What follows belongs to an exercise in optimizing a design on an open flow for small area, a short achievable clock period and few clock cycles per item; a production flow would make more cautious choices. Power figures rest on the tool's default switching activity, not on a simulated workload.

Setup of the baseline:
==> flow/design.v <==
`timescale 1ns/1ns
package fetch_pkg;
    parameter int XLEN = 32;
    typedef logic [XLEN-1:0] addr_t;
    typedef union packed {
        logic [3:0][7:0] bytes;
        logic [XLEN-1:0] word;
    } insn_word_u;
    typedef struct packed {
        logic  valid;
        addr_t pc;
    } lookup_t;
    typedef struct packed {
        logic       valid;
        addr_t      pc;
        insn_word_u insn;
    } fetch_t;
    typedef struct packed {
        logic  valid;
        addr_t pc;
    } redirect_t;
    typedef struct packed {
        logic       valid;
        addr_t      pc;
        insn_word_u data;
    } fill_t;
endpackage
`timescale 1ns/1ns
module fetch_top #(
    parameter int LO_W    = 4,
    parameter int CREDITS = 2
) (
    input  logic        clk,
    input  logic        rst_n_i,
    input  logic        redirect_valid_i,
    input  logic [31:0] redirect_pc_i,
    input  logic        credit_return_i,
    input  logic [7:0]  mem_data_i,
    output logic        fetch_valid_o,
    output logic [31:0] fetch_pc_o,
    output logic [31:0] fetch_insn_o,
    output logic        mem_rd_o,
    output logic [31:0] mem_addr_o
);
    localparam int LO = LO_W + 2;
    logic [31:LO]   hi_q;
    logic [LO-1:2]  rd_lo_q;
    logic [LO-1:2]  dl_lo_q;
    logic [1:0]     off_q;       
    logic [31:0]    insn_q;      
    logic           done_q;      
    logic           valid_q;     
    logic           carry_q;     
    logic [1:0]     occ_q;       
    logic           room;
    logic           last;
    logic           take;
    logic           wrap;
    assign room = (occ_q + {1'b0, valid_q}) < 2'(CREDITS);
    assign last = (off_q == 2'd3) && !carry_q;
    assign take = last && room;
    assign wrap = &rd_lo_q;
    always_ff @(posedge clk) begin
        if (!rst_n_i) begin
            hi_q    <= '0;
            rd_lo_q <= '0;
            off_q   <= 2'd0;
            done_q  <= 1'b0;
            valid_q <= 1'b0;
            carry_q <= 1'b0;
            occ_q   <= 2'd0;
        end else begin
            occ_q <= occ_q + {1'b0, valid_q} - {1'b0, credit_return_i};
            if (redirect_valid_i) begin
                hi_q    <= redirect_pc_i[31:LO];
                rd_lo_q <= redirect_pc_i[LO-1:2];
                off_q   <= 2'd0;
                done_q  <= 1'b0;
                valid_q <= 1'b0;
                carry_q <= 1'b0;
            end else begin
                done_q  <= take;
                valid_q <= done_q;
                if (!carry_q) begin
                    off_q <= off_q + 2'd1;
                end
                if (take) begin
                    rd_lo_q <= rd_lo_q + 1'b1;
                    carry_q <= wrap;
                end
                if (carry_q && valid_q) begin
                    hi_q    <= hi_q + 1'b1;
                    carry_q <= 1'b0;
                end
            end
        end
    end
    always_ff @(posedge clk) begin
        insn_q <= {mem_data_i, insn_q[31:8]};
        if (take) begin
            dl_lo_q <= rd_lo_q;
        end
    end
    assign mem_rd_o      = 1'b1;
    assign mem_addr_o    = {hi_q, rd_lo_q, off_q};
    assign fetch_valid_o = valid_q;
    assign fetch_pc_o    = {hi_q, dl_lo_q, 2'b00};
    assign fetch_insn_o  = insn_q;
endmodule
clock: 7.0 ns
lec_check: 0
cap_margin: 20
core_margin: 2
core_utilization: 40
setup_slack_margin: 4.6
slew_margin: 20
standard.sh (not shown) runs the stock make flow with config.mk's settings and CLKGATE_MAP_FILE= SYNTH_SCRIPT=/design/flow/synth_recipe.tcl, a recipe that flattens the netlist after the stock synthesis.
==> flow/flow/run.sh <==
#!/bin/bash
# standard layout with plain buf_1 port buffers and adjusted clock tree options
set -euo pipefail
export BUFFER_PORTS_ARGS="-buffer_cell sky130_fd_sc_hd__buf_1"
export CTS_ARGS="-sink_clustering_enable -repair_clock_nets -dont_use_dummy_load"
bash standard.sh > flow_standard.log 2>&1
The final layout from the baseline, which completed every stage, passed the timing, DRC and antenna checks at the end of the flow.
The following lists how the candidate was set up differently from the baseline:
--- a/flow/design.v
+++ b/flow/design.v
@@ -24,13 +24,13 @@
         addr_t      pc;
         insn_word_u data;
     } fill_t;
 endpackage
 `timescale 1ns/1ns
 module fetch_top #(
-    parameter int LO_W    = 4,
+    parameter int LO_W    = 7,
     parameter int CREDITS = 2
 ) (
     input  logic        clk,
     input  logic        rst_n_i,
     input  logic        redirect_valid_i,
     input  logic [31:0] redirect_pc_i,
## What came out
Taking the baseline as the reference, in the candidate worst setup slack decreased 0.054 ns, count of cell instances traversed by the critical path increased 5, clock power increased about 2%, maximum number of pins on one net before global-route repair decreased about 30%, wire length on met2 increased 12%. For the candidate, the launching instance or port of the critical path was redirect_valid_i, unlike the baseline, where it was hi_q[14].
No functional check of the RTL was part of any run of this note.

[afterwards: timing with drivers on the ports]
In the flow no input, the clock included, has a driving cell. The finished layouts below were timed again as built, in two steps. Step 1: set_driving_cell puts a clkbuf_16 on clk and a buf_2 on each other input, an assumption about the parent block. Step 2 adds t to the input delays and takes it off the output delays; t is the mean of the earliest and latest rising clock arrival at the registers after step 1. Input paths then give back, and output paths get back, about the clock's delay inside the block. a / b / c = ideal / step 1 / step 2; a / b = the first two.
| run | t (ns) | setup slack, ns | worst hold slack (ns) |
|---|---|---|---|
| the baseline | 0.363 | 4.668 / 4.638 / 4.315 | 0.330 / 0.330 / 0.330 |
| the candidate | 0.368 | 4.614 / 4.606 / 4.257 | 0.332 / 0.332 / 0.332 |
After both steps setup and hold are still met in every run listed. For the candidate, which loses most, drivers alone change the setup slack by -0.008 ns; drivers and shift together by -0.357 ns.
